Context: an optimization exercise on an open-source flow, tuned for small area and a short achievable clock period. The choices shown serve that exercise and are no tape-out recipe.

== quartz ==
==> flow/design.v <==
package gfx_reg_pkg;
  typedef enum logic [8-1:0]
  {
    CONTROL       = 8'h00,
    STATUS        = 8'h04,
    TARGET_BASE   = 8'h08,
    TARGET_SIZE_X = 8'h0C,
    TARGET_SIZE_Y = 8'h10,
    DEST_X        = 8'h14,
    DEST_Y        = 8'h18,
    COLOR0        = 8'h1C,
    ALPHA         = 8'h20
  } gfx_reg_e;
  localparam int POINT_W = 16;
  localparam int CTRL_DEPTH_LSB = 0;
  localparam int CTRL_DEPTH_W   = 2;
  localparam int CTRL_BLEND_BIT = 2;
  localparam int CTRL_RECT_BIT  = 8;
  localparam int CTRL_LINE_BIT  = 9;
  localparam int CTRL_POINT_BIT = 10;
  typedef struct packed
  {
    logic [15:0] count;
    logic [14:0] reserved;
    logic        busy;
  } gfx_status_t;
endpackage
package gfx_ctrl_pkg;
  typedef enum logic
  {
    IDLE = 1'b0,
    BUSY = 1'b1
  } gfx_seq_state_e;
  typedef enum logic [1:0]
  {
    NONE  = 2'd0,
    RECT  = 2'd1,
    LINE  = 2'd2,
    POINT = 2'd3
  } gfx_draw_cmd_e;
endpackage
module gfx_wbs_top
(
  input  logic                                  wbs_clk_i,
  input  logic                                  rst_i,
  input  logic                                  cs_i,
  input  logic                                  cyc_i,
  input  logic                                  stb_i,
  input  logic                                  we_i,
  input  logic [3:0]                            sel_i,
  input  logic [8-1:0]                 adr_i,
  input  logic [32-1:0]                dat_i,
  output logic                                  ack_o,
  output logic                                  err_o,
  output logic [32-1:0]                dat_o,
  input  logic                                  pipeline_ack_i,
  input  logic                                  writer_sint_i,
  input  logic                                  reader_sint_i,
  output logic                                  inta_o,
  output logic [32-1:0]                target_base_o,
  output logic [gfx_reg_pkg::POINT_W-1:0]       target_size_x_o,
  output logic [gfx_reg_pkg::POINT_W-1:0]       target_size_y_o,
  output logic [32-1:0]                dest_x_o,
  output logic [32-1:0]                dest_y_o,
  output logic [32-1:0]                color0_o,
  output logic [7:0]                            global_alpha_o,
  output logic [gfx_reg_pkg::CTRL_DEPTH_W-1:0]  color_depth_o,
  output logic                                  blending_enable_o,
  output logic                                  rect_write_o,
  output logic                                  line_write_o,
  output logic                                  point_write_o
);
  localparam int DEPTH = 16;
  localparam logic [2:0] R_CTRL  = 3'd0;
  localparam logic [2:0] R_ALPHA = 3'd1;
  logic       acc, acc32, wr_acc, rd_acc;
  logic [5:0] widx;
  logic       full;
  logic       push;
  logic       rd_ack_q;
  logic       rd_go;
  assign acc    = cs_i & cyc_i & stb_i;
  assign acc32  = &sel_i;
  assign wr_acc = acc & acc32 & we_i;
  assign rd_acc = acc & acc32 & ~we_i;
  assign widx   = adr_i[7:2];
  assign push  = wr_acc & ~full;
  assign ack_o = push | (rd_ack_q & rd_acc);
  assign err_o = acc & ~acc32;
  logic [3:0] enc_code;
  always_comb
  begin
    enc_code[3]   = (widx[5:4] == 2'b00) &
                    (widx[3] ? (widx[2:0] == 3'd0) : (widx[2:0] != 3'd1));
    enc_code[2:0] = widx[3] ? R_ALPHA : widx[2:0];
  end
  logic [35:0] mem [DEPTH];
  logic [3:0]  wr_ptr;
  logic [3:0]  rd_ptr;
  logic [4:0]  count;
  logic        pop;
  logic        drain_ok;
  logic [DEPTH-1:0] rd_sel;
  logic [35:0] head;
  assign full = count[4];
  assign pop  = drain_ok & (count != 5'd0);
  always_ff @(posedge wbs_clk_i)
  begin
    for (int i = 0; i < DEPTH; i++)
      if (push & (wr_ptr == 4'(i)))
        mem[i] <= {enc_code, dat_i};
  end
  always_ff @(posedge wbs_clk_i)
  begin
    if (rst_i)
    begin
      wr_ptr <= '0;
      rd_ptr <= '0;
      count  <= '0;
    end
    else
    begin
      if (push)
        wr_ptr <= wr_ptr + 1'b1;
      if (pop)
        rd_ptr <= rd_ptr + 1'b1;
      count <= count + {4'd0, push} - {4'd0, pop};
    end
  end
  always_comb
  begin
    head = '0;
    for (int i = 0; i < DEPTH; i++)
    begin
      rd_sel[i] = (rd_ptr == 4'(i)) & ~rst_i;
      head = head | (mem[i] & {36{rd_sel[i]}});
    end
  end
  logic [31:11] control_hi;
  logic [7:0]  control_lo;
  logic [31:0] target_base_reg;
  logic [31:0] target_size_x_reg;
  logic [31:0] target_size_y_reg;
  logic [31:0] dest_x_reg;
  logic [31:0] dest_y_reg;
  logic [31:0] color0_reg;
  logic [31:0] alpha_reg;
  logic        busy;
  logic [7:0]  wsel;
  logic [31:0] wdat;
  always_comb
  begin
    for (int k = 0; k < 8; k++)
      wsel[k] = rst_i | (pop & head[35] & (head[34:32] == 3'(k)));
    wdat = head[31:0];
  end
  always_ff @(posedge wbs_clk_i)
  begin
    if (wsel[R_CTRL])
    begin
      control_hi <= wdat[31:11];
      control_lo <= {wdat[7:1], wdat[0] | rst_i};
    end
    if (wsel[2]) target_base_reg   <= wdat;
    if (wsel[3]) target_size_x_reg <= wdat;
    if (wsel[4]) target_size_y_reg <= wdat;
    if (wsel[5]) dest_x_reg        <= wdat;
    if (wsel[6]) dest_y_reg        <= wdat;
    if (wsel[7]) color0_reg        <= wdat;
    if (wsel[R_ALPHA]) alpha_reg   <= wdat | {32{rst_i}};
  end
  logic [2:0] draw_q;
  logic       cmd_active;
  always_ff @(posedge wbs_clk_i)
  begin
    draw_q <= wsel[R_CTRL] ? head[10:8] : 3'b000;
  end
  assign cmd_active = |draw_q;
  always_ff @(posedge wbs_clk_i)
  begin
    if (rst_i)
      busy <= 1'b0;
    else if (busy)
      busy <= ~pipeline_ack_i;
    else
      busy <= cmd_active;
  end
  assign drain_ok = ~busy & ~cmd_active;
  always_ff @(posedge wbs_clk_i)
  begin
    inta_o <= ~rst_i & (writer_sint_i | reader_sint_i);
  end
  logic [31:0] rd_mux;
  logic [31:0] rd_dat_q;
  always_comb
  begin
    case (widx)
      6'd0: rd_mux = {control_hi, draw_q, control_lo};
      6'd1: rd_mux = {11'd0, count, 15'd0, busy};
      6'd2: rd_mux = target_base_reg;
      6'd3: rd_mux = target_size_x_reg;
      6'd4: rd_mux = target_size_y_reg;
      6'd5: rd_mux = dest_x_reg;
      6'd6: rd_mux = dest_y_reg;
      6'd7: rd_mux = color0_reg;
      6'd8: rd_mux = alpha_reg;
      default: rd_mux = '0;
    endcase
  end
  assign rd_go = rd_acc & ~rd_ack_q & ~rst_i;
  always_ff @(posedge wbs_clk_i)
  begin
    rd_ack_q <= rd_go;
    rd_dat_q <= rd_go ? rd_mux : 32'd0;
  end
  assign dat_o = rd_dat_q;
  assign target_base_o     = target_base_reg;
  assign target_size_x_o   = target_size_x_reg[15:0];
  assign target_size_y_o   = target_size_y_reg[15:0];
  assign dest_x_o          = dest_x_reg;
  assign dest_y_o          = dest_y_reg;
  assign color0_o          = color0_reg;
  assign global_alpha_o    = alpha_reg[7:0];
  assign color_depth_o     = control_lo[1:0];
  assign blending_enable_o = control_lo[2];
  assign rect_write_o  = draw_q[0];
  assign line_write_o  = draw_q[1] & ~draw_q[0];
  assign point_write_o = draw_q[2] & ~draw_q[1] & ~draw_q[0];
endmodule
make LEC_CHECK=0 CAP_MARGIN=20 CORE_MARGIN=2 CORE_UTILIZATION=40 SETUP_SLACK_MARGIN=3 SLEW_MARGIN=20 finish   # period 6.0 ns
run.sh (not shown) runs the stock make flow with config.mk's settings and CLKGATE_MAP_FILE= SYNTH_SCRIPT=/design/flow/synth_recipe.tcl, a recipe that flattens the netlist after the stock synthesis.
diff inputs: quartz => nickel
--- a/flow/design.v
+++ b/flow/design.v
@@ -94,10 +94,8 @@
                     (widx[3] ? (widx[2:0] == 3'd0) : (widx[2:0] != 3'd1));
     enc_code[2:0] = widx[3] ? R_ALPHA : widx[2:0];
   end
   logic [35:0] mem [DEPTH];
-  logic [3:0]  wr_ptr;
-  logic [3:0]  rd_ptr;
   logic [4:0]  count;
   logic        pop;
   logic        drain_ok;
   logic [DEPTH-1:0] rd_sel;
@@ -105,35 +103,28 @@
   assign full = count[4];
   assign pop  = drain_ok & (count != 5'd0);
   always_ff @(posedge wbs_clk_i)
   begin
-    for (int i = 0; i < DEPTH; i++)
-      if (push & (wr_ptr == 4'(i)))
-        mem[i] <= {enc_code, dat_i};
+    if (push)
+    begin
+      mem[0] <= {enc_code, dat_i};
+      for (int i = 1; i < DEPTH; i++)
+        mem[i] <= mem[i-1];
+    end
   end
   always_ff @(posedge wbs_clk_i)
   begin
     if (rst_i)
-    begin
-      wr_ptr <= '0;
-      rd_ptr <= '0;
-      count  <= '0;
-    end
+      count <= '0;
     else
-    begin
-      if (push)
-        wr_ptr <= wr_ptr + 1'b1;
-      if (pop)
-        rd_ptr <= rd_ptr + 1'b1;
       count <= count + {4'd0, push} - {4'd0, pop};
-    end
   end
   always_comb
   begin
     head = '0;
     for (int i = 0; i < DEPTH; i++)
     begin
-      rd_sel[i] = (rd_ptr == 4'(i)) & ~rst_i;
+      rd_sel[i] = (count == 5'(i + 1));
       head = head | (mem[i] & {36{rd_sel[i]}});
     end
   end
   logic [31:11] control_hi;
@@ -151,30 +142,30 @@
   always_comb
   begin
     for (int k = 0; k < 8; k++)
       wsel[k] = rst_i | (pop & head[35] & (head[34:32] == 3'(k)));
-    wdat = head[31:0];
+    wdat = head[31:0] & {32{~rst_i}};
   end
   always_ff @(posedge wbs_clk_i)
   begin
     if (wsel[R_CTRL])
     begin
       control_hi <= wdat[31:11];
-      control_lo <= {wdat[7:1], wdat[0] | rst_i};
+      control_lo <= {wdat[7:1], head[0] | rst_i};
     end
     if (wsel[2]) target_base_reg   <= wdat;
     if (wsel[3]) target_size_x_reg <= wdat;
     if (wsel[4]) target_size_y_reg <= wdat;
     if (wsel[5]) dest_x_reg        <= wdat;
     if (wsel[6]) dest_y_reg        <= wdat;
     if (wsel[7]) color0_reg        <= wdat;
-    if (wsel[R_ALPHA]) alpha_reg   <= wdat | {32{rst_i}};
+    if (wsel[R_ALPHA]) alpha_reg   <= head[31:0] | {32{rst_i}};
   end
   logic [2:0] draw_q;
   logic       cmd_active;
   always_ff @(posedge wbs_clk_i)
   begin
-    draw_q <= wsel[R_CTRL] ? head[10:8] : 3'b000;
+    draw_q <= (wsel[R_CTRL] & ~rst_i) ? head[10:8] : 3'b000;
   end
   assign cmd_active = |draw_q;
   always_ff @(posedge wbs_clk_i)
   begin
Findings:
quartz → nickel: hold slack dropped 50 ps, overall routing resource usage dropped 2.5 points.
Measured against each other, quartz and nickel differ in cell area after synthesis, the higher figure coming from quartz.
In nickel, the number of antenna violations at the first check in global routing came out 2 below the value in quartz.
Multiplexer share of the synthesized area: quartz vs nickel — no meaningful difference
Summary — highest clock rate, nickel relative to quartz: higher, by 0.011 GHz.
Compared nickel vs quartz, and number of synthesized register bits is down in nickel.
The higher setup slack after placement came out of nickel.
Summary of nickel over quartz: count of mapped cells out of synthesis moved down; total via count in the routed design fell by 1088.
Function was not checked in any run of this note: the RTL went through the layout flow alone.

[separate check: timing with driven ports]
The flow's constraints put no driver on any port. The routed layouts listed below were extracted and timed again, unchanged, in two steps.
Step 1: set_driving_cell puts a clkbuf_16 on wbs_clk_i and a buf_2 on each other input, an assumption about the parent block.
Step 2 times the ports against the registers' clock, not the clock port: input delays grow and output delays shrink by t, the midpoint of the rising clock arrivals with the driver on.
Slacks: ideal / step 1 / step 2; pairs: ideal / step 1.
run | shift t [ns] | slack for setup (ns) | worst setup path at the end | latest minus earliest clock arrival (ns)
quartz | 0.700 | 2.790 / 2.800 / 2.100 | input to register | 0.027 / 0.026
nickel | 0.712 | 2.904 / 2.852 / 2.350 | input to register | 0.042 / 0.041
After both steps every run listed still meets setup and hold. For quartz, which loses most, drivers alone change the setup slack by +0.010 ns; drivers and shift together by -0.690 ns.
